This design comes from an exercise in tuning for small area on the open sky130 flow, not from production work.
In this exercise RTL edits were held to simulation tests only and were not proved equivalent to the original.
No activity file was given, so power comes from the tool's default toggle rates.

`constraint.sdc`:
```
create_clock -name core_clock -period 5.0 [get_ports {clk_axi}]
set_input_delay 1.0000 -clock core_clock [delete_from_list [all_inputs] [get_ports {clk_axi}]]
set_output_delay 1.0000 -clock core_clock [all_outputs]
set_load 0.01 [all_outputs]
```
`design.v`:
```
package ni_pkg;
  localparam int NumVirtChn    = 4;    
  localparam int BufDepth      = 8;    
  localparam int FlitDataWidth = 32;   
  localparam int XWidth        = 4;    
  localparam int YWidth        = 4;    
  localparam logic [31:0] RxVersionLabel = 32'h0052_5831;   
endpackage
module ni_aoi222 (
  input  logic [2:0] s,
  input  logic [2:0] d,
  output logic       y
);
  assign y = ~(|(s & d));
endmodule
module ni_nand4 (
  input  logic [3:0] a,
  output logic       y
);
  assign y = ~(&a);
endmodule
module ni_nand3 (
  input  logic [2:0] a,
  output logic       y
);
  assign y = ~(&a);
endmodule
module ni_pop_bit (
  input  logic [32:0] s,
  input  logic [32:0] d,
  output logic [2:0]  y    
);
  logic [10:0] t;
  for (genvar i = 0; i < 11; i++) begin : g_aoi
    ni_aoi222 u_aoi (.s(s[3*i +: 3]), .d(d[3*i +: 3]), .y(t[i]));
  end
  ni_nand4 u_n0 (.a(t[3:0]),  .y(y[0]));
  ni_nand4 u_n1 (.a(t[7:4]),  .y(y[1]));
  ni_nand3 u_n2 (.a(t[10:8]), .y(y[2]));
endmodule
module ni_ao22 #(parameter int W = 1) (
  input  logic         l,
  input  logic         h,
  input  logic [W-1:0] d,
  input  logic [W-1:0] q,
  output logic [W-1:0] y
);
  assign y = ({W{l}} & d) | ({W{h}} & q);
endmodule
import ni_pkg::*;
module ni_rx_top
#(
  parameter logic [XWidth-1:0] router_x_id = '0,   
  parameter logic [YWidth-1:0] router_y_id = '0    
) (
  input  logic        clk_axi,        
  input  logic        arst_axi,       
  input  logic        flit_valid_i,   
  input  logic [1:0]  flit_vc_i,      
  input  logic [1:0]  flit_type_i,    
  input  logic [31:0] flit_data_i,    
  output logic        flit_ready_o,   
  input  logic        csr_valid_i,    
  input  logic        csr_wr_i,       
  input  logic [15:0] csr_addr_i,     
  input  logic [31:0] csr_wdata_i,    
  output logic [31:0] csr_rdata_o,    
  output logic        csr_err_o,      
  output logic [3:0]  irq_vcs_o,      
  output logic        irq_trig_o      
);
  logic [3:0][7:0][32:0] mem, mem_nxt;
  logic [3:0][3:0]       cnt;         
  logic [3:0][7:0]       pkt;         
  logic [3:0][7:0]       sel;         
  logic [3:0][3:0]       cnt_up, cnt_dn;
  logic [3:0]            hold, push, pop_req, full, empty, head_old, ge_mask;
  logic                  head_in;
  logic              rd_req, wr_req, a_ok, rd_hit, err_ff, wr_err;
  logic              s_ver, s_x, s_y, s_irq, s_mode, s_mask, s_full;
  logic [3:0]        s_pkt;
  logic [4:0]        widx;            
  logic [31:0]       rdata_ff, rdata_nxt;
  logic [2:0]        mode_ff;
  logic [31:0]       mask_n_ff;       
  logic [31:0]       mask;
  logic              mask_hi_zero;
  assign head_in = ~(flit_type_i[0] ^ flit_type_i[1]);   
  for (genvar c = 0; c < 4; c++) begin : g_vc
    assign full[c]  = cnt[c][3];
    assign empty[c] = ~(cnt[c][3] | cnt[c][2] | cnt[c][1] | cnt[c][0]);
    assign push[c]  = flit_valid_i & (flit_vc_i == 2'(c)) & ~full[c];
    for (genvar k = 0; k < 7; k++) begin : g_sel
      assign sel[c][k] = (cnt[c][2:0] == 3'(k + 1));
    end
    assign sel[c][7] = cnt[c][3];
    assign hold[c] = ~push[c];
    for (genvar k = 0; k < 8; k++) begin : g_ent
      if (k == 0) begin : g_in
        for (genvar b = 0; b < 33; b++) begin : g_b
          ni_ao22 u_ld (.l(push[c]), .h(hold[c]), .d(b == 32 ? head_in : flit_data_i[b % 32]),
                        .q(mem[c][0][b]), .y(mem_nxt[c][0][b]));
        end
      end else begin : g_sh
        for (genvar b = 0; b < 33; b++) begin : g_b
          ni_ao22 u_ld (.l(push[c]), .h(hold[c]), .d(mem[c][k-1][b]),
                        .q(mem[c][k][b]), .y(mem_nxt[c][k][b]));
        end
      end
    end
    always_ff @(posedge clk_axi) mem[c] <= mem_nxt[c];
    for (genvar b = 0; b < 4; b++) begin : g_cnt
      if (b == 0) begin : g_b0
        assign cnt_up[c][0] = ~cnt[c][0];
        assign cnt_dn[c][0] = ~cnt[c][0];
      end else begin : g_bn
        assign cnt_up[c][b] = cnt[c][b] ^ (&cnt[c][b-1:0]);
        assign cnt_dn[c][b] = cnt[c][b] ^ ~(|cnt[c][b-1:0]);
      end
    end
    always_ff @(posedge clk_axi or posedge arst_axi) begin
      if (arst_axi) begin
        cnt[c] <= '0;
        pkt[c] <= '0;
      end else begin
        if (push[c] & ~(pop_req[c] & ~empty[c])) cnt[c] <= cnt_up[c];
        if (~push[c] & pop_req[c] & ~empty[c])   cnt[c] <= cnt_dn[c];
        if (push[c] & head_in) pkt[c] <= flit_data_i[7:0];
      end
    end
    always_comb begin
      head_old[c] = 1'b0;
      for (int k = 0; k < 8; k++) head_old[c] |= sel[c][k] & mem[c][k][32];
    end
    assign ge_mask[c] =
      (cnt[c][3] & ~mask[3]) | (~(cnt[c][3] ^ mask[3]) &
      ((cnt[c][2] & ~mask[2]) | (~(cnt[c][2] ^ mask[2]) &
      ((cnt[c][1] & ~mask[1]) | (~(cnt[c][1] ^ mask[1]) &
      (cnt[c][0] | ~mask[0]))))));
  end
  assign flit_ready_o = ~full[flit_vc_i];
  assign rd_req = csr_valid_i & ~csr_wr_i;
  assign wr_req = csr_valid_i & csr_wr_i;
  assign a_ok   = ~(|csr_addr_i[15:7]) & ~(|csr_addr_i[1:0]);
  assign widx   = csr_addr_i[6:2];
  assign mask   = ~mask_n_ff;
  assign s_ver  = rd_req & a_ok & (widx == 5'd0);
  assign s_x    = rd_req & a_ok & (widx == 5'd1);
  assign s_y    = rd_req & a_ok & (widx == 5'd2);
  assign s_irq  = rd_req & a_ok & (widx == 5'd3);
  assign s_mode = rd_req & a_ok & (widx == 5'd4);
  assign s_mask = rd_req & a_ok & (widx == 5'd5);
  assign s_full = rd_req & a_ok & (widx == 5'd6);
  for (genvar c = 0; c < 4; c++) begin : g_dec
    assign s_pkt[c]   = rd_req & a_ok & (widx == 5'(8 + c));
    assign pop_req[c] = rd_req & a_ok & (widx == 5'(16 + c));
  end
  assign rd_hit = s_ver | s_x | s_y | s_irq | s_mode | s_mask | s_full | (|s_pkt) |
                  (|(pop_req & ~empty));
  logic [32:0]       psel;
  logic [31:0][32:0] pdat;      
  logic [31:0][2:0]  ppart;
  logic [31:0]       reg_val;
  for (genvar c = 0; c < 4; c++) begin : g_ps
    for (genvar k = 0; k < 8; k++) begin : g_pk
      assign psel[c*8+k] = pop_req[c] & sel[c][k];
    end
  end
  assign psel[32] = ~rd_hit;
  for (genvar b = 0; b < 32; b++) begin : g_rb
    for (genvar c = 0; c < 4; c++) begin : g_pc
      for (genvar k = 0; k < 8; k++) begin : g_pk
        assign pdat[b][c*8+k] = mem[c][k][b];
      end
    end
    assign pdat[b][32] = rdata_ff[b];
    ni_pop_bit u_pop (.s(psel), .d(pdat[b]), .y(ppart[b]));
    assign rdata_nxt[b] = (|ppart[b]) | reg_val[b];
  end
  always_comb begin
    reg_val = '0;
    reg_val |= {32{s_ver}}  & RxVersionLabel;
    reg_val |= {32{s_x}}    & 32'(router_x_id);
    reg_val |= {32{s_y}}    & 32'(router_y_id);
    reg_val |= {32{s_irq}}  & 32'(irq_vcs_o);
    reg_val |= {32{s_mode}} & 32'(mode_ff);
    reg_val |= {32{s_mask}} & mask;
    reg_val |= {32{s_full}} & 32'(full);
    for (int c = 0; c < 4; c++) reg_val |= {32{s_pkt[c]}} & 32'(pkt[c]);
  end
  assign wr_err = wr_req & ~((csr_addr_i == 16'h0010) | (csr_addr_i == 16'h0014));
  always_ff @(posedge clk_axi or posedge arst_axi) begin
    if (arst_axi) begin
      err_ff    <= 1'b0;
      rdata_ff  <= '0;
      mode_ff   <= '0;
      mask_n_ff <= '0;
    end else begin
      if (rd_req) err_ff <= ~rd_hit;
      rdata_ff <= rdata_nxt;
      if (wr_req && csr_addr_i == 16'h0010) mode_ff   <= csr_wdata_i[2:0];
      if (wr_req && csr_addr_i == 16'h0014) mask_n_ff <= ~csr_wdata_i;
    end
  end
  assign csr_rdata_o = rdata_ff;
  assign csr_err_o   = err_ff | wr_err;
  assign mask_hi_zero = ~(|mask[31:4]);
  always_comb begin
    for (int c = 0; c < 4; c++) begin
      case (mode_ff)
        3'd1:    irq_vcs_o[c] = ~empty[c] & mask[0];
        3'd2:    irq_vcs_o[c] = full[c] & mask[0];
        3'd3:    irq_vcs_o[c] = mask_hi_zero & ge_mask[c];
        3'd4:    irq_vcs_o[c] = head_old[c];
        default: irq_vcs_o[c] = ~empty[c];
      endcase
    end
  end
  assign irq_trig_o = |irq_vcs_o;
endmodule
```
`run.sh`:
```
#!/bin/bash
# synth_recipe.tcl (not shown) runs the flow's synth.tcl, then flattens the netlist and writes it again
# the make line also repeats each setting of config.mk as NAME=value (left out here)
make -C /OpenROAD-flow-scripts/flow DESIGN_CONFIG=/design/flow/config.mk WORK_HOME=/design/flow/orfs CLKGATE_MAP_FILE= SYNTH_SCRIPT=/design/flow/synth_recipe.tcl finish
```
`config.mk`:
```
export PLATFORM = sky130hd
export DESIGN_NAME = ni_rx_top
export DESIGN_NICKNAME = ni_rx_top
export VERILOG_FILES = /design/flow/design.v
export SDC_FILE = /design/flow/constraint.sdc
export NUM_CORES = 4
export LEC_CHECK = 0
export CAP_MARGIN = 20
export CORE_MARGIN = 2
export CORE_UTILIZATION = 70
export CTS_BUF_LIST = sky130_fd_sc_hd__clkbuf_8
export CTS_CLUSTER_DIAMETER = 50
export CTS_CLUSTER_SIZE = 16
export SLEW_MARGIN = 20
export SYNTH_HIERARCHICAL = 1
export SYNTH_MINIMUM_KEEP_SIZE = 0
```
==> summary.txt, run 1 <==
----------------------------------------------------
[Global routing]
  Antenna violations before repair ... 2
  Global-route usage over all layers ... 40.54%
  GR Util met3 ... 8.982%
  Vias in the first global route ... 32122
  Met2 capacity usage during global routing ... 62.40%
  Busiest metal layer after global routing ... met2
  Wire length of the first global-routing pass ... 190700 um
  Total global routing overflow ... 0
  Pin count of the biggest net entering global routing ... 257
  Fraction of met1 tracks used by global routing ... 55.06%

[Pwr]
  Max rail drop VDD ... 0.3760 mV
  Sw Ratio ... 25.81%
  Cell internal pwr ... 13400 uW
  Sequential power share ... 63.1%
  Power per Cell Area ... 393.1 nW/um2
  Net switching power figure ... 4661 uW
  Clk pwr share ... 29.0%
  Final Total Pwr ... 18060 uW
  Static Leakage ... 0.01767 uW
  Logic pwr share ... 7.9%

[Synth]
  Main synth FF type ... sky130_fd_sc_hd__dfxtp_1
  Number of storage elements in the synthesis netlist ... 1172
  Syn avg cell area ... 12.79 um2
  Cell Area, Synth ... 40860 um2
  Synthesis Warnings ... 7
  Syn Inst Count ... 3194
  Sequential area share after synthesis ... 58.84%
  Library cells used by synthesis ... 71
  Number of synthesized flops with an enable pin ... 0
  Proportion of register bits with asynchronous set or reset after synthesis ... 9.898%
  Net count after synthesis ... 3295

[Setup path]
  Crit-path leading delay family ... simple AND/OR/NAND/NOR gates
  CP endpoint kind ... primary output
  Critical register-to-register path startpoint ... cnt[14]
  Cells traversed along the worst timing path ... nand4_1, nor4_1, buf_4, nand2_1, o221ai_1, or4_1, clkdlybuf4s50_1
  Biggest cell delay along the critical path ... 0.63 ns
  Required arrival time at the worst endpoint ... 4.00 ns
  R2r endpoint ... rdata_ff[17]
  Worst-case register-to-register setup slack ... 1.36 ns
  CP max-delay cell ... sky130_fd_sc_hd__o221ai_1
  Type of the worst setup path ... flip-flop to primary output
  Crit path buffers/inverters ... 2
  Highest fanout seen on the critical path ... 3
  Register-to-Register Path Depth ... 9
  Element type at the critical path start ... flip-flop
  Data arrival time of the critical path ... 3.81 ns

[STA]
  Part of the cycle the worst path needs ... 96.29%
  Final critical path time including I/O delays and setup ... 4.814 ns
  Number of hold violations in the final report ... 0
  Clock skew ... 0.03683 ns
  RSZ-0062 raised after global routing ... false
  Worst-margin pin slew ... 1.060 ns
  Headroom to the max-slew limit ... 29.35%
  Achievable Freq ... 207.7 MHz
  Number of failing setup endpoints in the final timing report ... 0
  Aggregate negative setup slack ... 0 ns
  Pins over their slew limit ... 0

[Clock network]
  Clock tree root buffer cell ... sky130_fd_sc_hd__clkbuf_8
  Clock latency at the later pin of the worst-skew pair ... 0.74 ns
  Clock slew at the register clock pins of the worst setup and hold paths ... 0.09 ns
  H-tree level count ... 3
  Inserted Clock Buffers ... 93
  Post-CTS setup repair buffer count ... 0
  Clock Sinks ... 1172
  Hold-fix buffers, CTS ... 0
  Clock tree buffer depth ... 3
  Gates resized, CTS repair ... 0
  TritonCTS clock tree ... built

[Layout]
  Total non-filler cell area in the finished layout ... 45940 um2
  Post-Route Utilization ... 79.62%
  Proportion of layout cells with a drive suffix above 1 ... 8.741%
  Area growth syn-to-layout ... 12.42%
  Multi-input combinational cell area ... 16860 um2
  Sequential cell area ... 24040 um2
  Net count of the finished layout ... 3552
  Commonest cells after routing, fill and taps aside ... sky130_fd_sc_hd__a22o_1, sky130_fd_sc_hd__dfxtp_1, sky130_fd_sc_hd__a222oi_1
  Total of fill cells in the finished design ... 3548

[Routing]
  Via Count ... 33645
  Total iterations of the first detailed-routing run ... 13
  Residual DRC ... 0
  Routed length per instance ... 29.37 um
  Avg Vias per Cell ... 7.865
  Total routed wirelength ... 125600 um
  Remaining antenna violation count ... 0
  First-iteration detailed-routing DRC count ... 6344

[Run status]
  Outcome ... complete, no violations

[Placement]
  Buffers added on ports ... 127
  Post-detailed-placement cell area ... 44110 um2
  Weighted congestion reported at the end of routability-driven placement ... 0.9276
  HPWL after detailed placement ... 74060 um

[Min path]
  Type of the worst min-delay path ... flip-flop to flip-flop
  Hold path start ... mem[241]
  End point of the worst hold path ... mem[241]
  Cell depth of the worst min-delay path ... 1

[Floorplanning]
  Total core area ... 57700 um2
  Die width ... 245.6 um
  Initial Utilization ... 70.83%
  Top Ports ... 128
  Die Height ... 245.6 um
  Number of standard-cell rows in the floorplan ... 88
  Area of the die ... 60320 um2

[Job]
  Max capacitance violation total ... 0

----------------------------------------------------
[synthesized netlist by cell type (4+ instances only)]
library cell | number | area [um2]
sky130_fd_sc_hd__a2111oi_0 | 4 | 35.03
sky130_fd_sc_hd__a21oi_1 | 10 | 50.05
sky130_fd_sc_hd__a222oi_1 | 353 | 3533
sky130_fd_sc_hd__a22o_1 | 1056 | 9249
sky130_fd_sc_hd__a32o_1 | 4 | 40.04
sky130_fd_sc_hd__and2_1 | 6 | 37.54
sky130_fd_sc_hd__buf_2 | 7 | 35.03
sky130_fd_sc_hd__clkbuf_1 | 26 | 97.59
sky130_fd_sc_hd__dfrtp_1 | 116 | 2903
sky130_fd_sc_hd__dfxtp_1 | 1056 | 21140
sky130_fd_sc_hd__ha_1 | 12 | 150.1
sky130_fd_sc_hd__inv_1 | 12 | 45.04
sky130_fd_sc_hd__mux2_2 | 33 | 371.6
sky130_fd_sc_hd__mux2i_1 | 13 | 130.1
sky130_fd_sc_hd__mux4_2 | 11 | 247.7
sky130_fd_sc_hd__nand2_1 | 56 | 210.2
sky130_fd_sc_hd__nand2b_1 | 13 | 81.33
sky130_fd_sc_hd__nand3_1 | 52 | 260.3
sky130_fd_sc_hd__nand3b_1 | 5 | 37.54
sky130_fd_sc_hd__nand4_1 | 74 | 462.9
sky130_fd_sc_hd__nor2_1 | 41 | 153.9
sky130_fd_sc_hd__nor2b_1 | 8 | 50.05
sky130_fd_sc_hd__nor3_1 | 43 | 215.2
sky130_fd_sc_hd__nor4_1 | 10 | 62.56
sky130_fd_sc_hd__o211ai_1 | 12 | 90.09
sky130_fd_sc_hd__o21ai_0 | 22 | 110.1
sky130_fd_sc_hd__o21ai_1 | 46 | 230.2
sky130_fd_sc_hd__o22ai_1 | 7 | 43.79
sky130_fd_sc_hd__o2bb2ai_1 | 5 | 43.79
sky130_fd_sc_hd__or2_2 | 4 | 25.02
sky130_fd_sc_hd__xnor2_1 | 11 | 96.34
[kinds of logic after synthesis]
logic type      Yosys count  share of synthesized area (%)
simple gates            345                          4.746
xor+xnor                 14                         0.3001
mux                      60                          1.917
fa+ha+maj                12                         0.3674
compound gates         1542                          33.33
flops                  1172                          58.84
buf+inv                  49                         0.4991
[per-module statistics from Yosys (local to each module, per instance), a selection]
| module | copies in the design | area, um2 |
|---|---|---|
| ni_ao22 | 1056 | 8.758 |
| ni_nand4 | 64 | 6.256 |
| ni_aoi222 | 352 | 10.01 |
| ni_rx_top | 1 | 27530 |
| ni_nand3 | 32 | 5.005 |
[layer usage]
metal,vias up,wire length [um]
li1,14395,-
met1,16606,47930
met2,2214,56310
met3,428,15230
met4,2,6151
met5,-,13
[power by group through the flow]
stage / clock, uW / sequential, uW / combinational [uW]
6_report: 5240 / 11400 / 1420
5_1_grt: 5620 / 11500 / 1550
4_1_cts: 5270 / 11300 / 1420
3_5_place_dp: 0 / 11500 / 1400
3_3_place_gp: 0 / 11400 / 1320
2_1_floorplan: 0 / 11200 / 1120
[sequential cells by signal, indices dropped and copies added (netlist names)]
signal	cells
mem	1056
mask_n_ff	32
pkt	32
rdata_ff	32
cnt	16
mode_ff	3
err_ff	1
[worst reg2reg max path, stage by stage (launching register included)]
cell and delay [ns]:
sky130_fd_sc_hd__dfrtp_1 0.57, sky130_fd_sc_hd__nor4_1 0.80, sky130_fd_sc_hd__o22ai_1 0.16, sky130_fd_sc_hd__a32o_1 0.28, sky130_fd_sc_hd__nor3_2 0.75, sky130_fd_sc_hd__buf_4 0.50
sky130_fd_sc_hd__a222oi_1 0.17, sky130_fd_sc_hd__nand3_1 0.17, sky130_fd_sc_hd__nor3_1 0.06, sky130_fd_sc_hd__o211ai_1 0.11
[worst max-delay path by stage]
stage	startpoint	to	depth (start not counted)
detailed placement	csr_addr_i[9]	rdata_ff[20]	11
finish	mask_n_ff[14]	irq_trig_o	7
floorplan	flit_valid_i	cnt[14]	5
CTS	cnt[13]	irq_trig_o	6
global route	cnt[13]	irq_trig_o	6
global placement	csr_addr_i[9]	rdata_ff[11]	11
[area by class of cell]
| cell class | instances | area share (%) |
|---|---|---|
| sequential | 1172 | 52.34 |
| timing repair buffer | 199 | 4.805 |
| antenna | 1 | 0.005447 |
| clock inverter | 58 | 0.9724 |
| tap | 765 | 2.084 |
| multi-input combinational | 1973 | 36.70 |
| clock buffer | 98 | 2.936 |
| inverter | 12 | 0.1607 |
[per-stage QoR]
step / hold WS [ns] / worst slack, ns / instances
final: 0.4818 / 0.1856 / 4278
after global routing: 0.4904 / 0.09962 / 4278
after CTS: 0.4827 / 0.2171 / 4276
after detailed placement: 0.4556 / 0.4550 / 4120
after global placement: 0.4520 / 0.5814 / 4120
after floorplan: 0.4393 / -9.745 / 3194
==> run 2, diff against run 1 <==
==> flow/run.sh (new file) <==
#!/bin/bash
# Layout flow: the standard ORFS flow (standard.sh, unchanged synthesis)
# with two changes to how the layout is built:
#  - the port buffers are the library's smallest buffer (buf_1) instead of
#    the delay buffer that buffer_ports picks by default; every input and
#    output still gets its buffer;
#  - clock tree synthesis is run without dummy loads, with the same buffer
#    and clustering settings as config.mk gives.
# Each tool's output goes to the ORFS logs under orfs/logs; the make output
# as a whole is kept in standard.log in this folder.
set -euo pipefail
export BUFFER_PORTS_ARGS="-buffer_cell sky130_fd_sc_hd__buf_1"
export CTS_ARGS="-sink_clustering_enable -repair_clock_nets -dont_use_dummy_load -sink_clustering_size 16 -sink_clustering_max_diameter 50 -buf_list sky130_fd_sc_hd__clkbuf_8"
bash standard.sh finish > standard.log 2>&1
==> standard.sh (new file) <==
#!/bin/bash
# synth_recipe.tcl (not shown) runs the flow's synth.tcl, then flattens the netlist and writes it again
# the make line also repeats each setting of config.mk as NAME=value (left out here)
make -C /OpenROAD-flow-scripts/flow DESIGN_CONFIG=/design/flow/config.mk WORK_HOME=/design/flow/orfs CLKGATE_MAP_FILE= SYNTH_SCRIPT=/design/flow/synth_recipe.tcl "${@:-finish}"
removed: run.sh
==> run 2 against run 1 <==
Combinational power shrank 4%; design area decreased by 3.0%; clock-buffer cell count is 8 lower; global-route usage fell by 0.51 points; clock skew grew 0.059 ns; first-iteration DRC count is 15% lower; largest power group unchanged; critical path depth down 1; clock power shrank 15%; total power shrank 4.9%; synthesized cell count is the same; via count decreased by 0.60%; sequential power about the same.
==> summary.txt, run 2 <==
----------------------------------------------------
[Global routing]
  Vias in the first global route ... 32024 (-0.31%)
  Global-route usage over all layers ... 40.03% (-0.51 points)
  Antenna violations before repair ... 3 (+1)
  Pin count of the biggest net entering global routing ... 271 (+5.4%)
  Wire length of the first global-routing pass ... 188400 um (-1.2%)
  Total global routing overflow ... 0 (unchanged)

[Floorplanning]
  Die Height ... 245.6 um (unchanged)
  Number of standard-cell rows in the floorplan ... 88 (unchanged)
  Area of the die ... 60320 um2 (unchanged)
  Die width ... 245.6 um (unchanged)
  Initial Utilization ... 70.83% (unchanged)
  Total core area ... 57700 um2 (unchanged)
  Top Ports ... 128 (unchanged)

[STA]
  Part of the cycle the worst path needs ... 87.23% (-9.1 points)
  Achievable Freq ... 229.3 MHz (+10%)
  Number of hold violations in the final report ... 0 (unchanged)
  Number of failing setup endpoints in the final timing report ... 0 (unchanged)
  Crit path setup slack, layout ... 0.6383 ns (+0.4527 ns)
  Pins over their slew limit ... 0 (unchanged)
  Clock skew ... 0.09553 ns (+0.05869 ns)
  RSZ-0062 raised after global routing ... false
  Aggregate negative setup slack ... 0 ns (unchanged)
  Worst hold slack ... 0.4359 ns (-0.04591 ns)
  Worst-margin pin slew ... 1.043 ns (-0.01660 ns)
  Headroom to the max-slew limit ... 30.46% (+1.1 points)
  Final critical path time including I/O delays and setup ... 4.362 ns (-0.4527 ns)

[Synth]
  Syn Inst Count ... 3194 (unchanged)
  Proportion of register bits with asynchronous set or reset after synthesis ... 9.898% (unchanged)
  Number of synthesized flops with an enable pin ... 0 (unchanged)
  Library cells used by synthesis ... 71 (unchanged)
  Ranking of synthesized cells by area ... sky130_fd_sc_hd__dfxtp_1, sky130_fd_sc_hd__a22o_1, sky130_fd_sc_hd__a222oi_1
  Syn avg cell area ... 12.79 um2 (unchanged)
  Net count after synthesis ... 3295 (unchanged)
  Cell taking the most area after synthesis ... sky130_fd_sc_hd__dfxtp_1
  Share of the synthesized area in the top cell type ... 51.73% (unchanged)
  Top post-synthesis cells by count ... sky130_fd_sc_hd__a22o_1, sky130_fd_sc_hd__dfxtp_1, sky130_fd_sc_hd__a222oi_1
  Number of storage elements in the synthesis netlist ... 1172 (unchanged)
  Synthesis Warnings ... 7 (unchanged)
  Main synth FF type ... sky130_fd_sc_hd__dfxtp_1
  Cell Area, Synth ... 40860 um2 (unchanged)
  Sequential area share after synthesis ... 58.84% (unchanged)

[Run status]
  Outcome ... complete, no violations

[Clock network]
  Gates resized, CTS repair ... 0 (unchanged)
  Inserted Clock Buffers ... 90 (-3.2%)
  H-tree level count ... 3 (unchanged)
  Clock tree root buffer cell ... sky130_fd_sc_hd__clkbuf_8
  Clock Sinks ... 1172 (unchanged)
  Post-CTS setup repair buffer count ... 0 (unchanged)
  TritonCTS clock tree ... built
  Clock tree buffer depth ... 3 (unchanged)
  Clock latency at the later pin of the worst-skew pair ... 0.73 ns (about the same)
  Hold-fix buffers, CTS ... 0 (unchanged)
  Clock slew at the register clock pins of the worst setup and hold paths ... 0.10 ns (about the same)

[Setup path]
  CP max-delay cell ... sky130_fd_sc_hd__dfrtp_1
  Biggest cell delay along the critical path ... 0.71 ns (+0.08 ns)
  Element type at the critical path start ... flip-flop
  Critical register-to-register path startpoint ... cnt[14]
  Data arrival time of the critical path ... 3.36 ns (-0.45 ns)
  Cells traversed along the worst timing path ... mux4_2, o2bb2ai_1, o21ai_0, o211ai_1, or4_1, buf_1
  Crit path buffers/inverters ... 1 (-1)
  Highest fanout seen on the critical path ... 15 (+12)
  Worst-case register-to-register setup slack ... 1.92 ns (+0.56 ns)
  R2r endpoint ... rdata_ff[6]
  Type of the worst setup path ... flip-flop to primary output
  Register-to-Register Path Depth ... 9 (unchanged)
  Crit-path leading delay family ... flip-flops
  Required arrival time at the worst endpoint ... 4.00 ns (about the same)
  CP endpoint kind ... primary output

[Layout]
  Proportion of layout cells with a drive suffix above 1 ... 8.020% (-0.72 points)
  Biggest register ... mem
  Commonest cells after routing, fill and taps aside ... sky130_fd_sc_hd__a22o_1, sky130_fd_sc_hd__dfxtp_1, sky130_fd_sc_hd__a222oi_1
  Area growth syn-to-layout ... 9.027%
  Max reg flops ... 1056 (unchanged)
  Antenna diode count ... 0 (-1)
  Net count of the finished layout ... 3557 (+0.14%)

[Routing]
  Avg Vias per Cell ... 7.927 (+0.79%)
  Remaining antenna violation count ... 0 (unchanged)
  Total routed wirelength ... 123800 um (-1.5%)
  First-iteration detailed-routing DRC count ... 5367 (-15%)
  Routed length per instance ... 29.34 um (about the same)
  Via Count ... 33444 (-0.60%)
  Total iterations of the first detailed-routing run ... 11 (-2)
  Residual DRC ... 0 (unchanged)

[Pwr]
  Power per Cell Area ... 385.5 nW/um2 (-1.9%)
  Static Leakage ... 0.01701 uW (-3.7%)
  Max rail drop VDD ... 0.3782 mV (+0.59%)

[Placement]
  Weighted congestion reported at the end of routability-driven placement ... 0.9367 (+0.98%)
  Buffers added on ports ... 127 (unchanged)
  DP Worst Slack ... 0.7757 ns (+0.3207 ns)
  HPWL after detailed placement ... 74320 um (+0.35%)

[Job]
  Max capacitance violation total ... 0 (unchanged)

[Min path]
  Type of the worst min-delay path ... input port to asynchronous set/reset pin

----------------------------------------------------
[run 2: report_power, final]
part	switching [uW]	leakage (uW)	internal (uW)	total, uW
clock network	2810	0.000647	1610	4430
logic	541	0.00624	828	1370
registers	948	0.0101	10400	11400
[run 2: worst max-delay path by stage]
stage,startpoint,to,depth (start not counted)
after CTS,cnt[13],irq_trig_o,6
after global placement,csr_addr_i[9],rdata_ff[2],12
after floorplan,flit_valid_i,cnt[14],5
after global routing,cnt[13],irq_trig_o,6
final,cnt[13],irq_trig_o,6
after detailed placement,csr_addr_i[9],rdata_ff[24],11
[run 2: tightest hold or removal path, cell delays in order]
cell and delay (ns):
sky130_fd_sc_hd__buf_1 0.10, sky130_fd_sc_hd__inv_4 0.06, sky130_fd_sc_hd__buf_12 0.49
[run 2: layout make-up]
class                      count  area (um2)
clock buffer                  90        1239
fill                        3755       13140
inverter                      12       73.82
multi-input combinational   1973       16860
sequential                  1172       24040
tap                          765       957.2
timing repair buffer         207        1380
[run 2: logic make-up after synthesis]
family | after synthesis | synth area share [%]
simple gates | 345 | 4.746
mux | 60 | 1.917
buf+inv | 49 | 0.4991
fa+ha+maj | 12 | 0.3674
compound gates | 1542 | 33.33
flops | 1172 | 58.84
xor+xnor | 14 | 0.3001
[run 2: routing by layer]
| layer | part of all wire [%] | vias up | routed length, um | track usage [%] |
|---|---|---|---|---|
| li1 | - | 14311 | - | - |
| met1 | 38 | 16516 | 47430 | 54.25 |
| met2 | 45 | 2181 | 55170 | 60.75 |
| met3 | 12 | 432 | 14250 | 8.305 |
| met4 | 5.5 | 4 | 6824 | 20.82 |
| met5 | 0.093 | - | 115 | 1.225 |
[run 2: per-module statistics from Yosys (local to each module, per instance), a selection]
module	cells inside	flip-flops and latches	area (um2)	copies in the design
ni_rx_top	1690	1172	27530	1
ni_aoi222	1	0	10.01	352
ni_nand3	1	0	5.005	32
ni_ao22	1	0	8.758	1056
ni_nand4	1	0	6.256	64
[run 2: per-stage QoR]
stage	std cells	util, %	area (um2)	power, uW
2_1_floorplan	3194	-	40930	12340
3_3_place_gp	4127	74.98	43260	12700
3_5_place_dp	4127	74.98	43260	12880
4_1_cts	4217	77.12	44500	17150
5_1_grt	4219	77.22	44550	17760
6_report	4219	77.22	44550	17180
==> run 3, diff against run 2 <==
--- a/design.v
+++ b/design.v
@@ -74,2 +74,4 @@
   logic [3:0][7:0]       pkt;         
+  logic [3:0][7:0]       pkt_nxt;
+  logic [3:0]            pkt_ld, pkt_hd;
   logic [3:0][7:0]       sel;         
@@ -111,2 +113,8 @@
     always_ff @(posedge clk_axi) mem[c] <= mem_nxt[c];
+    assign pkt_ld[c] = push[c] & head_in;
+    assign pkt_hd[c] = ~pkt_ld[c];
+    for (genvar b = 0; b < 8; b++) begin : g_pb
+      ni_ao22 u_pk (.l(pkt_ld[c]), .h(pkt_hd[c]), .d(flit_data_i[b]), .q(pkt[c][b]),
+                    .y(pkt_nxt[c][b]));
+    end
     for (genvar b = 0; b < 4; b++) begin : g_cnt
@@ -127,3 +135,3 @@
         if (~push[c] & pop_req[c] & ~empty[c])   cnt[c] <= cnt_dn[c];
-        if (push[c] & head_in) pkt[c] <= flit_data_i[7:0];
+        pkt[c] <= pkt_nxt[c];
       end
--- a/config.mk
+++ b/config.mk
@@ -9,3 +9,3 @@
 export CORE_MARGIN = 2
-export CORE_UTILIZATION = 70
+export CORE_UTILIZATION = 50
 export CTS_BUF_LIST = sky130_fd_sc_hd__clkbuf_8
==> run 3 against run 2 <==
Synthesized cell count grew 0.38%; clock-buffer cell count grew 26; sequential share of layout area shrank 0.77 points; total power grew 12%; routed wire length grew 4.3%; largest power group unchanged; non-clock buffer count grew 5; register-to-register slack lost 0.16 ns; clock power grew 14%.
==> summary.txt, run 3 <==
----------------------------------------------------
[Pwr]
  Logic pwr share ... 9.0% (+1.0 points)
  Sequential power share ... 64.7% (-1.6 points)
  Clk pwr share ... 26.3% (+0.5 points)
  Sw Ratio ... 26.14% (+1.1 points)
  Static Leakage ... 0.01748 uW (+2.8%)
  Max rail drop VDD ... 0.2559 mV (-32%)
  Cell internal pwr ... 14220 uW (+10%)
  Power per Cell Area ... 426.0 nW/um2 (+10%)
  Net switching power figure ... 5033 uW (+17%)

[Clock network]
  Clock tree buffer depth ... 3 (unchanged)
  Gates resized, CTS repair ... 0 (unchanged)
  Inserted Clock Buffers ... 116 (+29%)
  TritonCTS clock tree ... built
  Clock slew at the register clock pins of the worst setup and hold paths ... 0.09 ns (about the same)
  Hold-fix buffers, CTS ... 0 (unchanged)
  Clock tree root buffer cell ... sky130_fd_sc_hd__clkbuf_8
  Clock Sinks ... 1172 (unchanged)
  Clock latency at the later pin of the worst-skew pair ... 0.78 ns (+0.05 ns)
  Post-CTS setup repair buffer count ... 0 (unchanged)
  H-tree level count ... 3 (unchanged)

[Routing]
  Total iterations of the first detailed-routing run ... 9 (-2)
  Residual DRC ... 0 (unchanged)
  Via Count ... 33005 (-1.3%)
  Remaining antenna violation count ... 0 (unchanged)
  Total routed wirelength ... 129100 um (+4.3%)
  Avg Vias per Cell ... 7.240 (-8.7%)
  First-iteration detailed-routing DRC count ... 4711 (-12%)
  Routed length per instance ... 28.32 um (-3.5%)

[Floorplanning]
  Total core area ... 80550 um2 (+40%)
  Top Ports ... 128 (unchanged)
  Initial Utilization ... 50.59% (-20 points)
  Die width ... 289.5 um (+18%)
  Number of standard-cell rows in the floorplan ... 104 (+18%)
  Area of the die ... 83800 um2 (+39%)
  Die Height ... 289.5 um (+18%)

[STA]
  Part of the cycle the worst path needs ... 88.35% (+1.1 points)
  Headroom to the max-slew limit ... 34.87% (+4.4 points)
  Pins over their slew limit ... 0 (unchanged)
  Worst-margin pin slew ... 0.9769 ns (-0.06620 ns)
  Final critical path time including I/O delays and setup ... 4.418 ns (+0.05586 ns)
  Achievable Freq ... 226.4 MHz (-1.3%)
  Clock skew ... 0.1114 ns (+0.01586 ns)
  Worst hold slack ... 0.3046 ns (-0.1313 ns)
  Number of failing setup endpoints in the final timing report ... 0 (unchanged)
  Number of hold violations in the final report ... 0 (unchanged)
  RSZ-0062 raised after global routing ... false

[Setup path]
  Element type at the critical path start ... flip-flop
  Highest fanout seen on the critical path ... 3 (-12)
  CP endpoint kind ... primary output
  Required arrival time at the worst endpoint ... 4.00 ns (about the same)
  Type of the worst setup path ... flip-flop to primary output
  Data arrival time of the critical path ... 3.42 ns (+0.06 ns)
  Cells traversed along the worst timing path ... nand4_1, nor4_1, buf_4, nand2_1, o221ai_1, or4_1, buf_1
  Register-to-Register Path Depth ... 9 (unchanged)
  Biggest cell delay along the critical path ... 0.67 ns (-0.04 ns)
  CP max-delay cell ... sky130_fd_sc_hd__dfrtp_1

[Placement]
  Buffers added on ports ... 127 (unchanged)
  Weighted congestion reported at the end of routability-driven placement ... 0.9272 (-1.0%)
  HPWL after detailed placement ... 80290 um (+8.0%)

[Synth]
  Synthesis Warnings ... 7 (unchanged)
  Number of storage elements in the synthesis netlist ... 1172 (unchanged)
  Cell Area, Synth ... 40750 um2 (-0.28%)
  Share of the synthesized area in the top cell type ... 51.88% (+0.14 points)
  Syn avg cell area ... 12.71 um2 (-0.65%)
  Ranking of synthesized cells by area ... sky130_fd_sc_hd__dfxtp_1, sky130_fd_sc_hd__a22o_1, sky130_fd_sc_hd__a222oi_1
  Number of synthesized flops with an enable pin ... 0 (unchanged)
  Library cells used by synthesis ... 68 (-4.2%)
  Net count after synthesis ... 3307 (+0.36%)
  Most common cell in the netlist ... sky130_fd_sc_hd__a22o_1
  Proportion of register bits with asynchronous set or reset after synthesis ... 9.898% (unchanged)
  Top post-synthesis cells by count ... sky130_fd_sc_hd__a22o_1, sky130_fd_sc_hd__dfxtp_1, sky130_fd_sc_hd__a222oi_1
  Cell taking the most area after synthesis ... sky130_fd_sc_hd__dfxtp_1
  Syn Inst Count ... 3206 (+0.38%)
  Main synth FF type ... sky130_fd_sc_hd__dfxtp_1
  Sequential area share after synthesis ... 59.00% (+0.16 points)

[Global routing]
  Global-route usage over all layers ... 29.75% (-10 points)
  Wire length of the first global-routing pass ... 193200 um (+2.6%)
  Vias in the first global route ... 31150 (-2.7%)
  Total global routing overflow ... 0 (unchanged)
  Pin count of the biggest net entering global routing ... 265 (-2.2%)
  Antenna violations before repair ... 4 (+1)

[Layout]
  Biggest register ... mem
  Post-Route Utilization ... 56.11% (-21 points)
  Most common cell after layout, fill and taps aside ... sky130_fd_sc_hd__a22o_1
  Proportion of layout cells with a drive suffix above 1 ... 7.864% (-0.16 points)
  Commonest cells after routing, fill and taps aside ... sky130_fd_sc_hd__a22o_1, sky130_fd_sc_hd__dfxtp_1, sky130_fd_sc_hd__a222oi_1
  Net count of the finished layout ... 3600 (+1.2%)
  Max reg flops ... 1056 (unchanged)
  Area growth syn-to-layout ... 10.91%

[Run status]
  Outcome ... complete, no violations

[Job]
  Max capacitance violation total ... 0 (unchanged)

[Min path]
  Type of the worst min-delay path ... input port to asynchronous set/reset pin

----------------------------------------------------
## run 3: cell count changes after synthesis, sizes merged, moves of 6 or more
cell / before / now
nor2: 41 / 75
a22o: 1056 / 1089
nand2: 56 / 31
o21ai: 69 / 41
mux2: 36 / 5
nand3: 54 / 39
nor3: 45 / 38
mux2i: 13 / 7
a21oi: 10 / 44
nand3b: 5 / 15
## run 3: through the flow
step	setup slack, ns	instances	instance area, um2	setup TNS (ns)	power [uW]
floorplan	-4.024	3206	40810	-3377.71	13600
global placement	0.8762	4440	43560	0	14170
detailed placement	0.7586	4440	43570	0	14320
CTS	0.5953	4556	45160	0	19320
global route	0.4877	4559	45200	0	20070
finish	0.5825	4559	45200	0	19260
## run 3: metal layers
metal / GRT usage [%] / routed length, um / up-vias
met5: 0 / 0 / -
met4: 10.55 / 4364 / 0
met3: 4.157 / 9921 / 232
met2: 47.36 / 59800 / 1451
met1: 41.47 / 55000 / 16876
li1: - / - / 14446
## run 3: per-module statistics from Yosys (local to each module, per instance), excerpt
| module | cells inside | times used | cell area (um2) |
|---|---|---|---|
| ni_ao22 | 1 | 1088 | 8.758 |
| ni_aoi222 | 1 | 352 | 10.01 |
| ni_nand3 | 1 | 32 | 5.005 |
| ni_nand4 | 1 | 64 | 6.256 |
| ni_rx_top | 1670 | 1 | 27140 |
## run 3: final timing paths
| kind | startpoint | to | slack [ns] |
|---|---|---|---|
| max | mask_n_ff[14] | irq_trig_o | 0.58 |
| max in group asynchronous | arst_axi | rdata_ff[30] | 3.61 |
| max reg2reg | cnt[15] | rdata_ff[0] | 1.76 |
| min reg2reg | mem[703] | mem[736] | 0.46 |
| min | arst_axi | mask_n_ff[26] | 0.30 |
| min in group core_clock | csr_wdata_i[13] | mask_n_ff[13] | 0.38 |
## run 3: final cells by class
cell class                 count  area (um2)
antenna                        2       5.005
clock buffer                 116        1597
fill                        6788       35350
inverter                      19       106.4
multi-input combinational   1978       16760
sequential                  1172       24040
tap                         1060        1326
timing repair buffer         212        1360
## run 3: power groups by stage
stage	clock, uW	sequential, uW	combinational [uW]
finish	5070	12500	1730
global route	5510	12700	1890
CTS	5180	12400	1740
detailed placement	0	12600	1720
global placement	0	12500	1640
floorplan	0	12100	1500
## run 3: cell families after synthesis
logic type | count (synthesis) | synth area share, %
AO/OA/AOI/OAI | 1594 | 34.47
flip-flops | 1172 | 59.00
AND/OR/NAND/NOR | 338 | 4.526
buffers and inverters | 56 | 0.5496
multiplexers | 21 | 0.8075
XOR/XNOR | 13 | 0.2794
adder cells (fa/ha/maj) | 12 | 0.3684
## run 3: worst max-delay path, delay by kind of cell, from the launching register on
| kind | cells | cell delay, ns |
|---|---|---|
| simple gates | 4 | 1.07 |
| compound gates | 1 | 0.56 |
| flops | 1 | 0.67 |
| buf+inv | 2 | 0.38 |
==> run 4, diff against run 3 <==
--- a/config.mk
+++ b/config.mk
@@ -9,3 +9,3 @@
 export CORE_MARGIN = 2
-export CORE_UTILIZATION = 50
+export CORE_UTILIZATION = 70
 export CTS_BUF_LIST = sky130_fd_sc_hd__clkbuf_8
@@ -13,2 +13,3 @@
 export CTS_CLUSTER_SIZE = 16
+export GPL_TIMING_DRIVEN = 0
 export SLEW_MARGIN = 20
==> run 4 against run 3 <==
Still clean; sequential power about the same; cell count down 5.4%; worst setup slack worse by 0.57 ns; clock-buffer cell count down 20; non-clock buffer count up 69; sequential share of layout area down 0.51 points; die area down 28%; core utilization up 23 points; hold slack worse by 0.0078 ns; largest power group unchanged.
==> summary.txt, run 4 <==
----------------------------------------------------
[Run status]
  Outcome ... complete, no violations

[Placement]
  Buffers added on ports ... 125 (-1.6%)
  Post-detailed-placement cell area ... 44320 um2 (+1.7%)
  Weighted congestion reported at the end of routability-driven placement ... 0.9161 (-1.2%)
  HPWL after detailed placement ... 83280 um (+3.7%)

[Global routing]
  Antenna violations before repair ... 1 (-3)
  Pin count of the biggest net entering global routing ... 146 (-45%)
  Global-route usage over all layers ... 41.02% (+11 points)
  Wire length of the first global-routing pass ... 191900 um (-0.65%)
  Total global routing overflow ... 0 (unchanged)
  Vias in the first global route ... 32535 (+4.4%)

[STA]
  Aggregate negative setup slack ... 0 ns (unchanged)
  Clock skew ... 0.08151 ns (-0.02988 ns)
  Worst hold slack ... 0.2968 ns (-0.007752 ns)
  Pins over their slew limit ... 0 (unchanged)
  Final critical path time including I/O delays and setup ... 4.984 ns (+0.5664 ns)
  Number of hold violations in the final report ... 0 (unchanged)
  Worst-margin pin slew ... 1.222 ns (+0.2451 ns)
  Headroom to the max-slew limit ... 18.31% (-17 points)
  Achievable Freq ... 200.6 MHz (-11%)
  RSZ-0062 raised after global routing ... false
  Part of the cycle the worst path needs ... 99.68% (+11 points)
  Number of failing setup endpoints in the final timing report ... 0 (unchanged)

[Synth]
  Cell Area, Synth ... 40750 um2 (unchanged)
  Simple-Gate Fraction of Synth Area ... 4.526% (unchanged)
  Cell taking the most area after synthesis ... sky130_fd_sc_hd__dfxtp_1
  Fraction of the mapped netlist area in compound gates ... 34.47% (unchanged)
  Sequential area share after synthesis ... 59.00% (unchanged)
  Syn Inst Count ... 3206 (unchanged)
  Xor/xnor share of the synthesized area ... 0.2794% (unchanged)
  Share of the synthesized area in the top cell type ... 51.88% (unchanged)
  Ranking of synthesized cells by area ... sky130_fd_sc_hd__dfxtp_1, sky130_fd_sc_hd__a22o_1, sky130_fd_sc_hd__a222oi_1
  Number of synthesized flops with an enable pin ... 0 (unchanged)
  Main synth FF type ... sky130_fd_sc_hd__dfxtp_1
  Proportion of register bits with asynchronous set or reset after synthesis ... 9.898% (unchanged)
  Synthesis Warnings ... 7 (unchanged)
  Syn avg cell area ... 12.71 um2 (unchanged)
  Net count after synthesis ... 3307 (unchanged)
  Most common cell in the netlist ... sky130_fd_sc_hd__a22o_1
  Post-Synth Adder-Cell Area ... 0.3684% (unchanged)
  Number of storage elements in the synthesis netlist ... 1172 (unchanged)
  Mux contribution to synthesized area ... 0.8075% (unchanged)
  Combinational family with the most area after synthesis ... compound AO/OA/AOI/OAI gates
  Library cells used by synthesis ... 68 (unchanged)
  Top post-synthesis cells by count ... sky130_fd_sc_hd__a22o_1, sky130_fd_sc_hd__dfxtp_1, sky130_fd_sc_hd__a222oi_1

[Setup path]
  Crit-path leading delay family ... simple AND/OR/NAND/NOR gates
  Highest fanout seen on the critical path ... 3 (unchanged)
  Data arrival time of the critical path ... 3.98 ns (+0.56 ns)
  Element type at the critical path start ... flip-flop
  Type of the worst setup path ... flip-flop to primary output
  Cells traversed along the worst timing path ... nand4_1, nor4_1, nand2_1, o221ai_1, or4_1, buf_1
  CP endpoint kind ... primary output
  CP max-delay cell ... sky130_fd_sc_hd__nor4_1
  Required arrival time at the worst endpoint ... 4.00 ns (about the same)
  Biggest cell delay along the critical path ... 0.99 ns (+0.32 ns)
  Crit path buffers/inverters ... 1 (-1)

[Clock network]
  Inserted Clock Buffers ... 96 (-17%)
  Post-CTS setup repair buffer count ... 0 (unchanged)
  Clock latency at the later pin of the worst-skew pair ... 0.74 ns (-0.04 ns)
  Hold-fix buffers, CTS ... 0 (unchanged)
  Clock tree root buffer cell ... sky130_fd_sc_hd__clkbuf_8
  Clock slew at the register clock pins of the worst setup and hold paths ... 0.10 ns (about the same)
  Clock Sinks ... 1172 (unchanged)
  TritonCTS clock tree ... built
  Gates resized, CTS repair ... 0 (unchanged)
  H-tree level count ... 3 (unchanged)
  Clock tree buffer depth ... 3 (unchanged)

[Routing]
  Avg Vias per Cell ... 7.882 (+8.9%)
  Routed length per instance ... 29.42 um (+3.9%)
  Total iterations of the first detailed-routing run ... 10 (+1)
  Via Count ... 33989 (+3.0%)
  Remaining antenna violation count ... 0 (unchanged)
  Residual DRC ... 0 (unchanged)
  First-iteration detailed-routing DRC count ... 5952 (+26%)
  Total routed wirelength ... 126900 um (-1.7%)

[Floorplanning]
  Die Height ... 245.3 um (-15%)
  Area of the die ... 60160 um2 (-28%)
  Initial Utilization ... 70.77% (+20 points)
  Top Ports ... 128 (unchanged)
  Total core area ... 57590 um2 (-29%)
  Die width ... 245.3 um (-15%)
  Number of standard-cell rows in the floorplan ... 88 (-15%)

[Min path]
  Type of the worst min-delay path ... input port to asynchronous set/reset pin

[Job]
  Max capacitance violation total ... 0 (unchanged)

[Layout]
  Biggest register ... mem
  Total non-filler cell area in the finished layout ... 45640 um2 (+0.98%)
  Max reg flops ... 1056 (unchanged)
  Post-Route Utilization ... 79.25% (+23 points)
  Proportion of layout cells with a drive suffix above 1 ... 8.376% (+0.51 points)
  Net count of the finished layout ... 3649 (+1.4%)
  Area growth syn-to-layout ... 12.00%
  Most common cell after layout, fill and taps aside ... sky130_fd_sc_hd__a22o_1
  Commonest cells after routing, fill and taps aside ... sky130_fd_sc_hd__a22o_1, sky130_fd_sc_hd__dfxtp_1, sky130_fd_sc_hd__a222oi_1

[Pwr]
  Static Leakage ... 0.01784 uW (+2.0%)
  Clk pwr share ... 24.3% (-2.0 points)
  Cell internal pwr ... 13900 uW (-2.3%)
  Max rail drop VDD ... 0.3062 mV (+20%)
  Sequential power share ... 65.7% (+1.0 points)
  Power per Cell Area ... 412.1 nW/um2 (-3.3%)
  Net switching power figure ... 4907 uW (-2.5%)
  Logic pwr share ... 10.0% (+1.0 points)
  Sw Ratio ... 26.09% (-0.049 points)

----------------------------------------------------
[run 4: cell counts after synthesis]
Identical to the previous run, type by type.
[run 4: cells by family after synthesis]
group / count (synthesis)
flip-flops: 1172
adder cells (fa/ha/maj): 12
multiplexers: 21
XOR/XNOR: 13
AO/OA/AOI/OAI: 1594
buffers and inverters: 56
AND/OR/NAND/NOR: 338
[run 4: worst paths after layout]
path | depth (start not counted) | from | slack, ns | endpoint
min in group core_clock | 2 | csr_wdata_i[31] | 0.46 | mask_n_ff[31]
worst min register to register | 1 | mem[593] | 0.47 | mem[626]
worst max-delay path | 6 | mask_n_ff[15] | 0.02 | irq_trig_o
max in group asynchronous | 3 | arst_axi | 3.87 | cnt[11]
worst min-delay path | 2 | arst_axi | 0.30 | rdata_ff[19]
worst max register to register | 8 | cnt[3] | 1.09 | pkt[7]
[run 4: cell type report]
type	instances	area (um2)
diodes	1	2.502
plain buffers	37	156.4
clock buffers	96	1321
fillers	3627	11950
inverters	19	103.9
multi-input cells	1978	16760
flip-flops and latches	1172	24040
well taps	765	957.2
repair buffers	244	2297
[run 4: worst reg2reg max path: stages, from the launching register on]
cell and delay (ns):
sky130_fd_sc_hd__dfrtp_1 0.35, sky130_fd_sc_hd__clkbuf_1 0.48, sky130_fd_sc_hd__or4b_4 0.74, sky130_fd_sc_hd__buf_16 0.36
sky130_fd_sc_hd__clkinv_4 0.56, sky130_fd_sc_hd__buf_16 0.42, sky130_fd_sc_hd__nand2_1 0.37, sky130_fd_sc_hd__inv_1 0.25
sky130_fd_sc_hd__a22o_1 0.30
[run 4: modules after synthesis (local to each module, per instance), excerpt]
module     flip-flops and latches  area (um2)  cells  copies in the design
ni_ao22                         0       8.758      1                  1088
ni_rx_top                    1172       27140   1670                     1
ni_nand4                        0       6.256      1                    64
ni_nand3                        0       5.005      1                    32
ni_aoi222                       0       10.01      1                   352
[run 4: metal layers]
| metal | wire length (um) | part of all wire, % | vias up | track usage, % |
|---|---|---|---|---|
| li1 | - | - | 14583 | - |
| met1 | 48180 | 38 | 16711 | 56.49 |
| met2 | 55230 | 44 | 2243 | 61.12 |
| met3 | 16070 | 13 | 452 | 8.441 |
| met4 | 7389 | 5.8 | 0 | 21.81 |
| met5 | 0 | 0 | - | 0 |
[run 4: power groups by stage]
stage                     Clock (uW)  Sequential, uW  Combinational [uW]
after floorplan                    0           12100                1500
after global placement             0           12300                1680
after detailed placement           0           12500                1850
after CTS                       4580           12300                1870
after global routing            4930           12500                2050
final                           4580           12400                1870
[run 4: stage by stage]
| step | power, uW | std cells | worst slack [ns] |
|---|---|---|---|
| finish | 18810 | 4312 | 0.01609 |
| global placement | 14010 | 4096 | -10.58 |
| floorplan | 13600 | 3206 | -4.024 |
| detailed placement | 14330 | 4215 | 0.04419 |
| global route | 19520 | 4312 | 0.09906 |
| CTS | 18740 | 4311 | 0.2053 |
==> run 5, diff against run 4 <==
--- a/config.mk
+++ b/config.mk
@@ -13,3 +13,2 @@
 export CTS_CLUSTER_SIZE = 16
-export GPL_TIMING_DRIVEN = 0
 export SLEW_MARGIN = 20
==> run 5 against run 4 <==
Global-route usage up 0.15 points; fmax increased by 12%; critical endpoint unchanged; non-clock buffer count down 71; clock power barely moved; worst setup slack improved by 0.52 ns; register-to-register slack improved by 0.58 ns; cell count fell by 1.6%; total power is 0.21% higher; core utilization decreased by 1.8 points; highest routed layer is now met5; sequential share of layout area rose by 1.2 points.
==> summary.txt, run 5 <==
----------------------------------------------------
[Run status]
  Outcome ... complete, no violations

[Clock network]
  H-tree level count ... 3 (unchanged)
  Clock tree root buffer cell ... sky130_fd_sc_hd__clkbuf_8
  Post-CTS setup repair buffer count ... 0 (unchanged)
  Hold-fix buffers, CTS ... 0 (unchanged)
  Clock slew at the register clock pins of the worst setup and hold paths ... 0.10 ns (about the same)
  Inserted Clock Buffers ... 97 (+1.0%)
  Clock Sinks ... 1172 (unchanged)
  Clock latency at the later pin of the worst-skew pair ... 0.74 ns (about the same)
  TritonCTS clock tree ... built
  Gates resized, CTS repair ... 0 (unchanged)
  Clock tree buffer depth ... 3 (unchanged)

[Synth]
  Post-Synth Adder-Cell Area ... 0.3684% (unchanged)
  Ranking of synthesized cells by area ... sky130_fd_sc_hd__dfxtp_1, sky130_fd_sc_hd__a22o_1, sky130_fd_sc_hd__a222oi_1
  Mux contribution to synthesized area ... 0.8075% (unchanged)
  Cell Area, Synth ... 40750 um2 (unchanged)
  Fraction of the mapped netlist area in compound gates ... 34.47% (unchanged)
  Syn Inst Count ... 3206 (unchanged)
  Simple-Gate Fraction of Synth Area ... 4.526% (unchanged)
  Xor/xnor share of the synthesized area ... 0.2794% (unchanged)
  Most common cell in the netlist ... sky130_fd_sc_hd__a22o_1
  Library cells used by synthesis ... 68 (unchanged)
  Synthesis Warnings ... 7 (unchanged)
  Share of the synthesized area in the top cell type ... 51.88% (unchanged)
  Number of synthesized flops with an enable pin ... 0 (unchanged)
  Sequential area share after synthesis ... 59.00% (unchanged)
  Cell taking the most area after synthesis ... sky130_fd_sc_hd__dfxtp_1
  Main synth FF type ... sky130_fd_sc_hd__dfxtp_1
  Syn avg cell area ... 12.71 um2 (unchanged)
  Proportion of register bits with asynchronous set or reset after synthesis ... 9.898% (unchanged)
  Number of storage elements in the synthesis netlist ... 1172 (unchanged)
  Combinational family with the most area after synthesis ... compound AO/OA/AOI/OAI gates
  Net count after synthesis ... 3307 (unchanged)
  Top post-synthesis cells by count ... sky130_fd_sc_hd__a22o_1, sky130_fd_sc_hd__dfxtp_1, sky130_fd_sc_hd__a222oi_1

[Layout]
  Area growth syn-to-layout ... 9.469%
  Commonest cells after routing, fill and taps aside ... sky130_fd_sc_hd__a22o_1, sky130_fd_sc_hd__dfxtp_1, sky130_fd_sc_hd__a222oi_1
  Post-Route Utilization ... 77.47% (-1.8 points)
  Proportion of layout cells with a drive suffix above 1 ... 7.221% (-1.2 points)
  Biggest register ... mem
  Final Non-Filler Cells ... 4244 (-1.6%)
  Most common cell after layout, fill and taps aside ... sky130_fd_sc_hd__a22o_1
  Net count of the finished layout ... 3579 (-1.9%)
  Max reg flops ... 1056 (unchanged)

[Floorplanning]
  Area of the die ... 60160 um2 (unchanged)
  Initial Utilization ... 70.77% (unchanged)
  Die Height ... 245.3 um (unchanged)
  Die width ... 245.3 um (unchanged)
  Number of standard-cell rows in the floorplan ... 88 (unchanged)
  Total core area ... 57590 um2 (unchanged)
  Top Ports ... 128 (unchanged)

[STA]
  Final critical path time including I/O delays and setup ... 4.461 ns (-0.5231 ns)
  Part of the cycle the worst path needs ... 89.22% (-10 points)
  Number of failing setup endpoints in the final timing report ... 0 (unchanged)
  Crit path setup slack, layout ... 0.5392 ns (+0.5231 ns)
  Worst-margin pin slew ... 1.216 ns (-0.005971 ns)
  Pins over their slew limit ... 0 (unchanged)
  Number of hold violations in the final report ... 0 (unchanged)
  RSZ-0062 raised after global routing ... false
  Headroom to the max-slew limit ... 18.93% (+0.63 points)
  Achievable Freq ... 224.2 MHz (+12%)
  Worst hold slack ... 0.4278 ns (+0.1310 ns)
  Clock skew ... 0.08492 ns (+0.003403 ns)

[Routing]
  Remaining antenna violation count ... 0 (unchanged)
  Residual DRC ... 0 (unchanged)
  First-iteration detailed-routing DRC count ... 5757 (-3.3%)
  Routed length per instance ... 30.06 um (+2.2%)
  Via Count ... 34091 (+0.30%)
  Total routed wirelength ... 127600 um (+0.56%)
  Avg Vias per Cell ... 8.033 (+1.9%)
  Total iterations of the first detailed-routing run ... 10 (unchanged)

[Pwr]
  Max rail drop VDD ... 0.3483 mV (+14%)
  Final Total Pwr ... 18850 uW (+0.21%)
  Static Leakage ... 0.01736 uW (-2.7%)
  Power per Cell Area ... 422.5 nW/um2 (+2.5%)

[Setup path]
  Element type at the critical path start ... flip-flop
  Highest fanout seen on the critical path ... 15 (+12)
  Type of the worst setup path ... flip-flop to primary output
  Cells traversed along the worst timing path ... mux2_2, a32o_1, a211oi_1, o221ai_1, or4_1, buf_1
  CP endpoint kind ... primary output
  Data arrival time of the critical path ... 3.46 ns (-0.52 ns)
  CP max-delay cell ... sky130_fd_sc_hd__dfrtp_1
  Biggest cell delay along the critical path ... 0.71 ns (-0.28 ns)
  Required arrival time at the worst endpoint ... 4.00 ns (about the same)

[Placement]
  DP Worst Slack ... 0.5584 ns (+0.5142 ns)
  Buffers added on ports ... 127 (+1.6%)
  DP Cell Count ... 4143 (-1.7%)
  Weighted congestion reported at the end of routability-driven placement ... 0.9334 (+1.9%)
  HPWL after detailed placement ... 76540 um (-8.1%)

[Global routing]
  Antenna violations before repair ... 6 (+5)
  Pin count of the biggest net entering global routing ... 260 (+78%)
  Total global routing overflow ... 0 (unchanged)
  Wire length of the first global-routing pass ... 192000 um (about the same)
  Global-route usage over all layers ... 41.17% (+0.15 points)
  Vias in the first global route ... 32398 (-0.42%)

[Min path]
  Type of the worst min-delay path ... input port to flip-flop

[Job]
  Max capacitance violation total ... 0 (unchanged)

----------------------------------------------------
run 5: area by class of cell:
cell class,count,area [um2]
Fill cell,3799,12980
Inverter,19,106.4
Multi-Input combinational cell,1978,16740
Clock buffer,97,1335
Tap cell,765,957.2
Timing Repair Buffer,210,1418
Antenna cell,3,7.507
Sequential cell,1172,24040
run 5: cells by family (layout without fill, tap and decap cells):
kind of cell             count (synthesis)  count (layout)
XOR/XNOR                                13              13
flip-flops                            1172            1172
AO/OA/AOI/OAI                         1594            1594
multiplexers                            21              21
other                                    0               3
buffers and inverters                   56             326
adder cells (fa/ha/maj)                 12              12
AND/OR/NAND/NOR                        338             338
run 5: power breakdown:
group | switching (uW) | leakage, uW | internal, uW
clock network | 2880 | 0.000697 | 1730
registers | 1480 | 0.0101 | 11000
logic | 586 | 0.00652 | 1170
run 5: per-layer routing:
metal | track usage (%) | part of all wire, % | vias up
met4 | 20.21 | 5.4 | 4
met5 | 0 | 0.025 | -
li1 | - | - | 14412
met2 | 61.86 | 44 | 2349
met1 | 55.91 | 38 | 16842
met3 | 10.05 | 13 | 484
run 5: per-module statistics from Yosys (local to each module, per instance), excerpt:
module / area (um2) / flops+latches / cells / copies in the design
ni_nand4: 6.256 / 0 / 1 / 64
ni_aoi222: 10.01 / 0 / 1 / 352
ni_rx_top: 27140 / 1172 / 1670 / 1
ni_ao22: 8.758 / 0 / 1 / 1088
ni_nand3: 5.005 / 0 / 1 / 32
run 5: worst paths after layout:
path	start	to	slack [ns]	cells after the start
worst min-delay path	csr_wdata_i[21]	mask_n_ff[21]	0.43	2
worst max register to register	cnt[8]	rdata_ff[3]	1.67	9
worst max-delay path	cnt[1]	irq_trig_o	0.54	6
worst min register to register	mem[827]	mem[860]	0.45	1
min in group asynchronous	arst_axi	rdata_ff[19]	0.49	2
max in group asynchronous	arst_axi	mask_n_ff[8]	3.40	3
run 5: per-stage QoR:
stage	TNS, ns	area, um2
floorplan	-3377.71	40810
global placement	0	43230
detailed placement	0	43240
CTS	0	44570
global route	0	44600
finish	0	44610
run 5: critical path, delay by kind of cell, from the launching register on:
kind,cells,cell delay [ns]
buf+inv,1,0.14
compound gates,3,0.94
simple gates,1,0.57
mux,1,0.40
flops,1,0.71
==> run 6, diff against run 5 <==
--- a/config.mk
+++ b/config.mk
@@ -9,3 +9,3 @@
 export CORE_MARGIN = 2
-export CORE_UTILIZATION = 70
+export CORE_UTILIZATION = 80
 export CTS_BUF_LIST = sky130_fd_sc_hd__clkbuf_8
==> run 6 against run 5 <==
Still clean; critical path type unchanged; clock skew decreased by 0.0040 ns; critical endpoint unchanged; largest cell class unchanged; design area decreased by 0.87%; clock power decreased by 3%.
==> summary.txt, run 6 <==
----------------------------------------------------
[Routing]
  Length of routed met3 wiring ... 19740 um (+18%)
  Metal1 wirelength ... 44540 um (-7.5%)
  Routed length per instance ... 31.71 um (+5.5%)
  Via Count ... 34952 (+2.5%)
  Remaining antenna violation count ... 0 (unchanged)
  Residual DRC ... 0 (unchanged)
  Detailed route wirelength on metal2 ... 57160 um (+2.5%)

[Min path]
  Type of the worst min-delay path ... input port to asynchronous set/reset pin

[Placement]
  Buffers added on ports ... 127 (unchanged)
  HPWL after detailed placement ... 78550 um (+2.6%)
  DP Cell Count ... 4048 (-2.3%)
  Weighted congestion reported at the end of routability-driven placement ... 0.9731 (+4.3%)

[Synth]
  Net count after synthesis ... 3307 (unchanged)
  Top post-synthesis cells by count ... sky130_fd_sc_hd__a22o_1, sky130_fd_sc_hd__dfxtp_1, sky130_fd_sc_hd__a222oi_1
  Proportion of register bits with asynchronous set or reset after synthesis ... 9.898% (unchanged)
  Number of storage elements in the synthesis netlist ... 1172 (unchanged)
  Ranking of synthesized cells by area ... sky130_fd_sc_hd__dfxtp_1, sky130_fd_sc_hd__a22o_1, sky130_fd_sc_hd__a222oi_1
  Cell taking the most area after synthesis ... sky130_fd_sc_hd__dfxtp_1
  Most common cell in the netlist ... sky130_fd_sc_hd__a22o_1
  Synthesis Warnings ... 7 (unchanged)
  Syn avg cell area ... 12.71 um2 (unchanged)
  Library cells used by synthesis ... 68 (unchanged)
  Syn Inst Count ... 3206 (unchanged)

[Setup path]
  Highest fanout seen on the critical path ... 15 (unchanged)
  Cells traversed along the worst timing path ... mux2_2, a32o_1, a211oi_1, o221ai_1, or4_1, buf_1
  Critical register-to-register path startpoint ... cnt[8]
  Register-to-Register Path Depth ... 10 (+1)
  CP endpoint kind ... primary output
  Data arrival time of the critical path ... 3.58 ns (+0.12 ns)
  Required arrival time at the worst endpoint ... 4.00 ns (about the same)
  Element type at the critical path start ... flip-flop
  CP max-delay cell ... sky130_fd_sc_hd__dfrtp_1

[Global routing]
  Wire length of the first global-routing pass ... 197600 um (+2.9%)
  Antenna violations before repair ... 6 (unchanged)
  Vias in the first global route ... 33924 (+4.7%)
  Pin count of the biggest net entering global routing ... 204 (-22%)
  Total global routing overflow ... 0 (unchanged)
  Global-route usage over all layers ... 47.96% (+6.8 points)

[STA]
  Headroom to the max-slew limit ... 19.66% (+0.73 points)
  Pins over their slew limit ... 0 (unchanged)
  Worst-margin pin slew ... 1.201 ns (-0.01535 ns)
  Number of failing setup endpoints in the final timing report ... 0 (unchanged)
  Clock skew ... 0.08091 ns (-0.004005 ns)
  Final critical path time including I/O delays and setup ... 4.581 ns (+0.1197 ns)
  RSZ-0062 raised after global routing ... false
  Worst hold slack ... 0.4049 ns (-0.02297 ns)
  Achievable Freq ... 218.3 MHz (-2.6%)
  Part of the cycle the worst path needs ... 91.61% (+2.4 points)

[Clock network]
  Clock Sinks ... 1172 (unchanged)
  Clock slew at the register clock pins of the worst setup and hold paths ... 0.10 ns (about the same)
  H-tree level count ... 3 (unchanged)
  Inserted Clock Buffers ... 89 (-8.2%)
  Post-CTS setup repair buffer count ... 0 (unchanged)
  Gates resized, CTS repair ... 0 (unchanged)
  Clock tree buffer depth ... 3 (unchanged)
  Hold-fix buffers, CTS ... 0 (unchanged)

[Floorplanning]
  Die Height ... 229.7 um (-6.4%)
  Number of standard-cell rows in the floorplan ... 82 (-6.8%)
  Initial Utilization ... 81.22% (+10 points)
  Total core area ... 50170 um2 (-13%)
  Die width ... 229.7 um (-6.4%)
  Area of the die ... 52760 um2 (-12%)

[Layout]
  Area growth syn-to-layout ... 8.520%
  Biggest register ... mem
  Final Non-Filler Cells ... 4141 (-2.4%)
  Max reg flops ... 1056 (unchanged)
  Net count of the finished layout ... 3568 (-0.31%)

[Pwr]
  Power per Cell Area ... 427.5 nW/um2 (+1.2%)
  Final Total Pwr ... 18900 uW (+0.30%)
  Max rail drop VDD ... 0.3883 mV (+11%)

[Run status]
  Outcome ... complete, no violations

----------------------------------------------------
[run 6: cell types whose count changed in the layout (fill, tap and decap cells not counted)]
| cell | previous run | this run |
|---|---|---|
| sky130_fd_sc_hd__and2_1 | 3 | 4 |
| sky130_fd_sc_hd__and2_2 | 2 | 1 |
| sky130_fd_sc_hd__buf_12 | 24 | 14 |
| sky130_fd_sc_hd__buf_16 | 1 | 0 |
| sky130_fd_sc_hd__buf_2 | 1 | 0 |
| sky130_fd_sc_hd__buf_4 | 57 | 66 |
| sky130_fd_sc_hd__clkbuf_8 | 97 | 89 |
| sky130_fd_sc_hd__diode_2 | 3 | 4 |
| sky130_fd_sc_hd__inv_4 | 0 | 1 |
| sky130_fd_sc_hd__inv_6 | 1 | 0 |
| sky130_fd_sc_hd__nor4b_1 | 3 | 2 |
| sky130_fd_sc_hd__nor4b_2 | 1 | 2 |
[run 6: final cells by class]
| class | count | area (um2) | area share [%] |
|---|---|---|---|
| inverters | 19 | 103.9 | 0.2348 |
| diodes | 4 | 10.01 | 0.02263 |
| well taps | 672 | 840.8 | 1.901 |
| clock buffers | 89 | 1225 | 2.770 |
| multi-input cells | 1978 | 16750 | 37.87 |
| repair buffers | 207 | 1252 | 2.832 |
| flip-flops and latches | 1172 | 24040 | 54.37 |
[run 6: routing by layer]
metal / up-vias / track usage, %
met5: - / 0
met4: 4 / 29.27
met3: 790 / 14.51
met2: 2952 / 72.85
met1: 16790 / 60.59
li1: 14416 / -
[run 6: cells by family (layout without fill, tap and decap cells)]
family,Yosys count,after routing,share of synthesized area [%]
buffers and inverters,56,315,0.5496
adder cells (fa/ha/maj),12,12,0.3684
AND/OR/NAND/NOR,338,338,4.526
multiplexers,21,21,0.8075
XOR/XNOR,13,13,0.2794
flip-flops,1172,1172,59.00
other,0,4,0
AO/OA/AOI/OAI,1594,1594,34.47
[run 6: worst register-to-register path, cell delays in order (launching register included)]
cell	delay [ns]
sky130_fd_sc_hd__dfrtp_1	0.68
sky130_fd_sc_hd__nor4_1	0.22
sky130_fd_sc_hd__o32a_1	0.37
sky130_fd_sc_hd__o22ai_1	0.23
sky130_fd_sc_hd__a2111oi_2	0.14
sky130_fd_sc_hd__buf_4	0.29
sky130_fd_sc_hd__a222oi_1	0.38
sky130_fd_sc_hd__nand3_1	0.14
sky130_fd_sc_hd__or3_1	0.32
sky130_fd_sc_hd__a211o_1	0.26
sky130_fd_sc_hd__a211o_1	0.26
[run 6: Yosys stat by module, one instance, submodules excluded, a selection]
module / cells / copies in the design
ni_rx_top: 1670 / 1
ni_aoi222: 1 / 352
ni_ao22: 1 / 1088
ni_nand4: 1 / 64
ni_nand3: 1 / 32
[run 6: where the power goes]
group          total, uW  switching (uW)  internal [uW]  leakage [uW]
combinational       1840             670           1170       0.00646
sequential         12600            1610          11000        0.0101
clock               4450            2850           1600      0.000640
total              18900            5130          13800        0.0172
[run 6: metrics by stage]
stage | utilization, % | setup WS (ns) | instance area (um2) | TNS [ns]
2_1_floorplan | - | -4.024 | 40810 | -3377.71
3_3_place_gp | 85.67 | 0.5905 | 42980 | 0
3_5_place_dp | 85.68 | 0.4481 | 42990 | 0
4_1_cts | 88.12 | 0.4925 | 44210 | 0
5_1_grt | 88.13 | 0.3757 | 44210 | 0
6_report | 88.14 | 0.4195 | 44220 | 0
[run 6: final timing paths]
kind	endpoint	slack, ns
min	rdata_ff[12]	0.40
max in group asynchronous	cnt[1]	3.60
min reg2reg	mem[958]	0.47
max reg2reg	rdata_ff[0]	1.59
max	irq_trig_o	0.42
min in group core_clock	mask_n_ff[12]	0.43

Check on run 6: ideal ports give 0.419 ns setup slack; a clkbuf_16 on the clock port and buf_2 on the inputs give 0.355 ns; moving port delays by the midpoint clock arrival (0.754 ns) as well gives 0.372 ns.
